What follows belongs to an exercise in optimizing a design on an open flow for small area, a short achievable clock period and few clock cycles per item; a production flow would make more cautious choices.
Power is estimated from default activity; no workload was simulated.

// mipsExecUnit
module mipsExecUnit (
    input  logic                                clk,
    input  logic                                rstN,
    input  logic                                inValid,
    output logic                                inReady,
    input  logic [mipsPkg::dataWidth-1:0]       instr,
    input  logic [mipsPkg::dataWidth-1:0]       rsValue,
    input  logic [mipsPkg::dataWidth-1:0]       rtValue,
    output logic                                outValid,
    input  logic                                outReady,
    output logic [mipsPkg::dataWidth-1:0]       outData,
    output logic [mipsPkg::regAddrWidth-1:0]    outDest,
    output logic                                outWriteEn,
    output logic                                outBranchTaken,
    output logic                                outIllegal
);
    logic                               decValid;
    logic                               decReady;
    logic [mipsPkg::aluOpWidth-1:0]     decAluOp;
    logic                               decCarryIn;
    logic                               decShiftLeft;
    logic [31:0]                        decPropagate;
    logic [31:0]                        decGenerate;
    logic [4:0]                         decShiftAmtLo;
    logic [4:0]                         decShiftAmtHi;
    logic [4:0]                         decDest;
    logic                               decBranchTaken;
    logic                               decIllegal;
    logic [31:0]                        exeData;
    instrDecode uDecode (
        .clk             (clk),
        .rstN            (rstN),
        .inValid         (inValid),
        .inReady         (inReady),
        .instr           (instr),
        .rsValue         (rsValue),
        .rtValue         (rtValue),
  ...
clock: 5.0 ns
lec_check: 0
cap_margin: 20
core_margin: 2
core_utilization: 40
cts_buf_list: sky130_fd_sc_hd__clkbuf_8
cts_cluster_diameter: 100
cts_cluster_size: 30
gpl_timing_driven: 1
setup_slack_margin: 2.2
slew_margin: 20
standard.sh (not shown) runs the stock make flow with config.mk's settings and CLKGATE_MAP_FILE= SYNTH_SCRIPT=/design/flow/synth_recipe.tcl, a recipe that flattens the netlist after the stock synthesis.
==> flow/flow/run.sh <==
#!/bin/bash
# Layout flow: the standard ORFS flow with two changes.
#  - Synthesis is the standard one except for the ABC script that maps the
#    combinational logic (flow/abc.script, delay-targeted &nf mapping).
#    Registers are mapped before ABC runs, so they are the standard ones.
#  - Port buffers are buf_2 cells instead of the delay cell buffer_ports picks.
set -euo pipefail
here=$(pwd)
flowdir=$(cd "$(dirname "${BASH_SOURCE[0]}")" && pwd)

# synth.tcl with the ABC script swapped
sed "s#  log_cmd abc {\*}\$abc_args#  set abc_args [lreplace \$abc_args 0 1 -script $flowdir/abc.script]\n  log_cmd abc {*}\$abc_args#" \
    "$FLOW_HOME/scripts/synth.tcl" > "$here/synth_custom_abc.tcl"
grep -q "abc.script" "$here/synth_custom_abc.tcl"
sed "s#source \$::env(SCRIPTS_DIR)/synth.tcl#source $here/synth_custom_abc.tcl#" \
    "$here/synth_recipe.tcl" > "$here/synth_recipe_custom.tcl"
grep -q "synth_custom_abc.tcl" "$here/synth_recipe_custom.tcl"
sed "s#SYNTH_SCRIPT=[^ ]*synth_recipe.tcl#SYNTH_SCRIPT=$here/synth_recipe_custom.tcl#" \
    "$here/standard.sh" > "$here/standard_custom.sh"
grep -q "synth_recipe_custom.tcl" "$here/standard_custom.sh"

bash "$here/standard_custom.sh" \
    BUFFER_PORTS_ARGS="-buffer_cell sky130_fd_sc_hd__buf_1" finish > "$here/flow_make.log" 2>&1
==> flow/flow/abc.script <==

&get -n
&st
&dch
&nf -D 2000
&put
topo
buffer -p
upsize -D 2000
dnsize -D 2000
Then changed:
--- a/flow/design.v
+++ b/flow/design.v
@@ -58,20 +58,19 @@
     input  logic [31:0]                      rsValue,
     input  logic [31:0]                      rtValue,
     output logic                             downValid,
     input  logic                             downReady,
     output logic [mipsPkg::aluOpWidth-1:0]   downAluOp,
     output logic                             downCarryIn,
     output logic                             downShiftLeft,
     output logic [31:0]                      downPropagate,
     output logic [31:0]                      downGenerate,
-    output logic [4:0]                       downShiftAmtLo,
-    output logic [4:0]                       downShiftAmtHi,
+    output logic [4:0]                       downShiftAmt,
     output logic [4:0]                       downDest,
     output logic                             downBranchTaken,
     output logic                             downIllegal
 );
     logic [5:0]  op;
     logic [5:0]  fn;
     logic [4:0]  rtF;
     logic        isR;
     logic        isRegimm;
@@ -181,35 +180,33 @@
         end
     end
     always_ff @(posedge clk) begin
         if (inValid && inReady) begin
             downAluOp       <= aluOp;
             downCarryIn     <= sub;
             downShiftLeft   <= shiftLeft;
             downPropagate   <= operandA ^ operandB;
             downGenerate    <= operandA & operandB;
-            downShiftAmtLo  <= shiftAmt;
-            downShiftAmtHi  <= shiftAmt & {5{passB}};
+            downShiftAmt    <= shiftAmt;
             downDest        <= dest;
             downBranchTaken <= taken;
             downIllegal     <= illegal;
         end
     end
 endmodule
 `timescale 1ns/1ps
 module aluExecute (
     input  logic [mipsPkg::aluOpWidth-1:0] aluOp,
     input  logic                           carryIn,
     input  logic                           shiftLeft,
     input  logic [31:0]                    propagate,
     input  logic [31:0]                    generate_,
-    input  logic [4:0]                     shiftAmtLo,      
-    input  logic [4:0]                     shiftAmtHi,      
+    input  logic [4:0]                     shiftAmt,
     output logic [31:0]                    data
 );
     logic        selSum, selSlt, selSltu, selAnd, selOr, selXor, selNor;
     logic        selSll, selSrl, selSra;
     logic        cin;
     logic [31:0] p;
     logic [31:0] g;
     logic [31:0] pp;
     logic [31:0] gg;
@@ -246,30 +243,19 @@
             end
         end
     end
     assign carry = {gg[30:0] | (pp[30:0] & {31{cin}}), cin};
     assign sum   = p ^ carry;
     assign cout  = gg[31] | (pp[31] & cin);
     assign lessThan = selSltu ? !cout : (p[31] ? sum[31] : g[31]);
     assign shIn  = p;
     assign fill  = selSra & p[31];
-    always_comb begin
-        logic [31:0] x;
-        x = shIn;
-        for (int l = 0; l < 5; l++) begin
-            for (int i = 0; i < 32; i++) begin
-                if ((i < 16) ? shiftAmtLo[l] : shiftAmtHi[l]) begin
-                    x[i] = (i + (1 << l) < 32) ? x[i + (1 << l)] : fill;
-                end
-            end
-        end
-        shOut = x;
-    end
+    assign shOut = $signed({fill, shIn}) >>> shiftAmt;
     assign orv = p | g;
     always_comb begin
         for (int i = 0; i < 32; i++) begin
             data[i] = (selSum & sum[i])
                     | (selAnd & g[i])
                     | (selOr  & orv[i])
                     | (selXor & p[i])
                     | (selNor & !orv[i])
                     | ((selSrl | selSra) & shOut[i])
@@ -334,20 +320,19 @@
     output logic                                outIllegal
 );
     logic                               decValid;
     logic                               decReady;
     logic [mipsPkg::aluOpWidth-1:0]     decAluOp;
     logic                               decCarryIn;
     logic                               decShiftLeft;
     logic [31:0]                        decPropagate;
     logic [31:0]                        decGenerate;
-    logic [4:0]                         decShiftAmtLo;
-    logic [4:0]                         decShiftAmtHi;
+    logic [4:0]                         decShiftAmt;
     logic [4:0]                         decDest;
     logic                               decBranchTaken;
     logic                               decIllegal;
     logic [31:0]                        exeData;
     instrDecode uDecode (
         .clk             (clk),
         .rstN            (rstN),
         .inValid         (inValid),
         .inReady         (inReady),
@@ -355,32 +340,30 @@
         .rsValue         (rsValue),
         .rtValue         (rtValue),
         .downValid       (decValid),
         .downReady       (decReady),
         .downAluOp       (decAluOp),
         .downCarryIn     (decCarryIn),
         .downShiftLeft   (decShiftLeft),
         .downPropagate   (decPropagate),
         .downGenerate    (decGenerate),
-        .downShiftAmtLo  (decShiftAmtLo),
-        .downShiftAmtHi  (decShiftAmtHi),
+        .downShiftAmt    (decShiftAmt),
         .downDest        (decDest),
         .downBranchTaken (decBranchTaken),
         .downIllegal     (decIllegal)
     );
     aluExecute uExecute (
         .aluOp    (decAluOp),
         .carryIn  (decCarryIn),
         .shiftLeft(decShiftLeft),
         .propagate(decPropagate),
         .generate_(decGenerate),
-        .shiftAmtLo(decShiftAmtLo),
-        .shiftAmtHi(decShiftAmtHi),
+        .shiftAmt (decShiftAmt),
         .data     (exeData)
     );
     resultStage uResult (
         .clk            (clk),
         .rstN           (rstN),
         .upValid        (decValid),
         .upReady        (decReady),
         .upData         (exeData),
         .upDest         (decDest),
The new run went through all stages and came out clean.
Utilization came out lower by 0.87 points.
Routed wire length came out lower by 6.6%.
Power came out lower by about 4%.
Design area came out lower by about 4%.
Global-route usage came out lower by 1.5 points.
Area after synthesis came out lower by 2.2%.
Clock skew came out lower by 0.011 ns.
Die area came out lower by 2.1%.
No functional check of the RTL was part of any run of this note.

* * *

mipsExecUnit, a different RTL version from the one above (not shown whole).
Size in the first run: ~1100 cells after synthesis, about 130 flip-flops, about 0.010 mm^2 of cells after synthesis.
clock: 5.0 ns
lec_check: 0
cap_margin: 20
core_margin: 2
core_utilization: 40
gpl_timing_driven: 1
setup_slack_margin: 2.2
slew_margin: 20
==> flow/flow/run.sh <==
#!/bin/bash
# Layout flow: the standard ORFS flow with these changes.
#  - Synthesis is the standard one except for the ABC script that maps the
#    combinational logic (flow/abc.script, &nf mapping).
#    Registers are mapped before ABC runs, so they are the standard ones.
#  - Port buffers are buf_1 cells instead of the delay cell buffer_ports picks.
#  - Clock tree synthesis adds no dummy loads to the clock tree.
set -euo pipefail
here=$(pwd)
flowdir=$(cd "$(dirname "${BASH_SOURCE[0]}")" && pwd)

# synth.tcl with the ABC script swapped
sed "s#  log_cmd abc {\*}\$abc_args#  set abc_args [lreplace \$abc_args 0 1 -script $flowdir/abc.script]\n  log_cmd abc {*}\$abc_args#" \
    "$FLOW_HOME/scripts/synth.tcl" > "$here/synth_custom_abc.tcl"
grep -q "abc.script" "$here/synth_custom_abc.tcl"
sed "s#source \$::env(SCRIPTS_DIR)/synth.tcl#source $here/synth_custom_abc.tcl#" \
    "$here/synth_recipe.tcl" > "$here/synth_recipe_custom.tcl"
grep -q "synth_custom_abc.tcl" "$here/synth_recipe_custom.tcl"
sed "s#SYNTH_SCRIPT=[^ ]*synth_recipe.tcl#SYNTH_SCRIPT=$here/synth_recipe_custom.tcl#" \
    "$here/standard.sh" > "$here/standard_custom.sh"
grep -q "synth_recipe_custom.tcl" "$here/standard_custom.sh"

bash "$here/standard_custom.sh" \
    BUFFER_PORTS_ARGS="-buffer_cell sky130_fd_sc_hd__buf_1" \
    CTS_ARGS="-sink_clustering_enable -repair_clock_nets -buf_list sky130_fd_sc_hd__clkbuf_8 -dont_use_dummy_load" \
    finish > "$here/flow_make.log" 2>&1
==> flow/flow/abc.script <==

&get -n
&st
&dch
&nf -D 3000
&put
topo
buffer -p
upsize -D 3000
dnsize -D 3000
The first run passed the timing, design-rule and antenna checks.
Rerun with:
--- a/flow/design.v
+++ b/flow/design.v
@@ -54,24 +54,23 @@
     input  logic                             rstN,
     input  logic                             inValid,
     output logic                             inReady,
     input  logic [31:0]                      instr,
     input  logic [31:0]                      rsValue,
     input  logic [31:0]                      rtValue,
     output logic                             downValid,
     input  logic                             downReady,
     output logic [mipsPkg::aluOpWidth-1:0]   downAluOp,
     output logic [31:0]                      downPropagate,
     output logic [31:0]                      downGenerate,
-    output logic [4:0]                       downShiftAmtLo,
-    output logic [4:0]                       downShiftAmtHi,
+    output logic [4:0]                       downShiftAmt,
     output logic [4:0]                       downDest,
     output logic                             downBranchTaken,
     output logic                             downIllegal
 );
     logic [5:0]  op;
     logic [5:0]  fn;
     logic [4:0]  rtF;
     logic        isR;
     logic        isRegimm;
     logic [mipsPkg::aluOpWidth-1:0] aluOp;
     logic        branch;
@@ -130,23 +129,23 @@
                 mipsPkg::opRegimm: begin
                     if (rtF[4:1] == 4'd0) begin
                         branch = 1'b1;
                     end else begin
                         illegal = 1'b1;
                     end
                 end
                 default: illegal = 1'b1;
             endcase
         end
     end
-    assign dest = (illegal || branch) ? 5'd0 : (isR ? instr[15:11] : rtF);
+    assign dest = isR ? instr[15:11] : rtF;
     assign isLui  = (op == mipsPkg::opLui);
     assign useImm = op[3];
     assign sub    = op[3] ? (op[1] && !op[2]) : (fn[5] && fn[1] && !fn[2]);
     assign imm    = {{16{instr[15] && !op[2]}}, instr[15:0]};
     assign reverseB = op[3] ? (op[2:0] == 3'b111) : (!fn[5] && !fn[1]);
     assign operandSel = useImm ? imm : rtValue;
     always_comb begin
         for (int i = 0; i < 32; i++) begin
             operandOrdered[i] = reverseB ? operandSel[31-i] : operandSel[i];
         end
     end
@@ -176,37 +175,35 @@
         if (!rstN) begin
             downValid <= 1'b0;
         end else if (inReady) begin
             downValid <= inValid;
         end
     end
     always_ff @(posedge clk) begin
         if (inValid && inReady) begin
             downAluOp       <= aluOp;
             downPropagate   <= operandA ^ operandB;
             downGenerate    <= operandA & operandB;
-            downShiftAmtLo  <= shiftAmt;
-            downShiftAmtHi  <= shiftAmt & {5{passB}};
+            downShiftAmt    <= shiftAmt;
             downDest        <= dest;
             downBranchTaken <= taken;
             downIllegal     <= illegal;
         end
     end
 endmodule
 `timescale 1ns/1ps
 module aluExecute (
     input  logic [mipsPkg::aluOpWidth-1:0] aluOp,
     input  logic [31:0]                    propagate,
     input  logic [31:0]                    generate_,
-    input  logic [4:0]                     shiftAmtLo,      
-    input  logic [4:0]                     shiftAmtHi,      
+    input  logic [4:0]                     shiftAmt,
     output logic [31:0]                    data
 );
     logic        selSum, selSlt, selSltu, selAnd, selOr, selXor, selNor;
     logic        selSll, selSrl, selSra;
     logic        cin;
     logic [31:0] p;
     logic [31:0] g;
     logic [31:0] pp;
     logic [31:0] gg;
     logic [31:0] carry;
     logic [31:0] sum;
@@ -245,23 +242,23 @@
     assign carry = {gg[30:0] | (pp[30:0] & {31{cin}}), cin};
     assign sum   = p ^ carry;
     assign cout  = gg[31] | (pp[31] & cin);
     assign lessThan = selSltu ? !cout : (p[31] ? sum[31] : g[31]);
     assign shIn  = p;
     assign fill  = selSra & p[31];
     always_comb begin
         logic [31:0] x;
         x = shIn;
         for (int l = 0; l < 5; l++) begin
             for (int i = 0; i < 32; i++) begin
-                if ((i < 16) ? shiftAmtLo[l] : shiftAmtHi[l]) begin
+                if (shiftAmt[l]) begin
                     x[i] = (i + (1 << l) < 32) ? x[i + (1 << l)] : fill;
                 end
             end
         end
         shOut = x;
     end
     assign orv = p | g;
     always_comb begin
         for (int i = 0; i < 32; i++) begin
             early[i] = (selSum & p[i])
                      | (selAnd & g[i])
@@ -327,62 +324,61 @@
     output logic [mipsPkg::dataWidth-1:0]       outData,
     output logic [mipsPkg::regAddrWidth-1:0]    outDest,
     output logic                                outWriteEn,
     output logic                                outBranchTaken,
     output logic                                outIllegal
 );
     logic                               decValid;
     logic                               decReady;
     logic [mipsPkg::aluOpWidth-1:0]     decAluOp;
     logic [31:0]                        decPropagate;
     logic [31:0]                        decGenerate;
-    logic [4:0]                         decShiftAmtLo;
-    logic [4:0]                         decShiftAmtHi;
+    logic [4:0]                         decShiftAmt;
     logic [4:0]                         decDest;
     logic                               decBranchTaken;
     logic                               decIllegal;
     logic [31:0]                        exeData;
+    logic [4:0]                         exeDest;
     instrDecode uDecode (
         .clk             (clk),
         .rstN            (rstN),
         .inValid         (inValid),
         .inReady         (inReady),
         .instr           (instr),
         .rsValue         (rsValue),
         .rtValue         (rtValue),
         .downValid       (decValid),
         .downReady       (decReady),
         .downAluOp       (decAluOp),
         .downPropagate   (decPropagate),
         .downGenerate    (decGenerate),
-        .downShiftAmtLo  (decShiftAmtLo),
-        .downShiftAmtHi  (decShiftAmtHi),
+        .downShiftAmt    (decShiftAmt),
         .downDest        (decDest),
         .downBranchTaken (decBranchTaken),
         .downIllegal     (decIllegal)
     );
     aluExecute uExecute (
         .aluOp    (decAluOp),
         .propagate(decPropagate),
         .generate_(decGenerate),
-        .shiftAmtLo(decShiftAmtLo),
-        .shiftAmtHi(decShiftAmtHi),
+        .shiftAmt (decShiftAmt),
         .data     (exeData)
     );
+    assign exeDest = (decAluOp == mipsPkg::aluZero) ? 5'd0 : decDest;
     resultStage uResult (
         .clk            (clk),
         .rstN           (rstN),
         .upValid        (decValid),
         .upReady        (decReady),
         .upData         (exeData),
-        .upDest         (decDest),
+        .upDest         (exeDest),
         .upBranchTaken  (decBranchTaken),
         .upIllegal      (decIllegal),
         .outValid       (outValid),
         .outReady       (outReady),
         .outData        (outData),
         .outDest        (outDest),
         .outWriteEn     (outWriteEn),
         .outBranchTaken (outBranchTaken),
         .outIllegal     (outIllegal)
     );
 endmodule
What happened:
- sequential power falls by about 5%
- final cell count drops by 1.8%
- final area is lower by 3.1%
- non-clock buffer count grows by 5
- maximum frequency rises by 1.0%
- hold slack degrades by 16 ps
- register-to-register slack improves by 30 ps
- critical path depth grows by 2
- utilization is about the same
- clock power grows by about 2%
- die area shrinks by 2.5%
- total power drops by 2.8%
- global-route usage drops by 1.9 points
No functional check of the RTL was part of any run of this note.

-- afterwards: timing with drivers on the ports --
No port has a modelled driver above. Below, the same layouts with a new extraction and two added sets of constraints.
Step 1, drivers: a clkbuf_16 drives clk and a buf_2 each remaining input, both assumed.
Step 2 also shifts input and output timing later by t, the mid clock arrival at the registers, as if the neighbouring blocks saw the same clock.
Slacks: ideal ports / drivers / drivers and shift; pairs: ideal ports / drivers.
| run | shift t [ns] | slack for setup (ns) | worst setup path at the end | worst data-port slew with drivers (ns) |
|---|---|---|---|---|
| the first run of note 1 | 0.501 | 2.206 / 2.206 / 1.760 | input to register | 0.06 |
| the second run of note 1 | 0.489 | 2.176 / 2.176 / 1.807 | input to register | 0.03 |
| the first run of note 2 | 0.478 | 2.111 / 2.111 / 1.815 | input to register | 0.04 |
| the second run of note 2 | 0.472 | 2.141 / 2.141 / 1.819 | input to register | 0.06 |
After both steps every run listed still meets setup and hold. For the first run of note 1, which loses most, drivers alone change the setup slack by 0.000 ns; drivers and shift together by -0.446 ns.
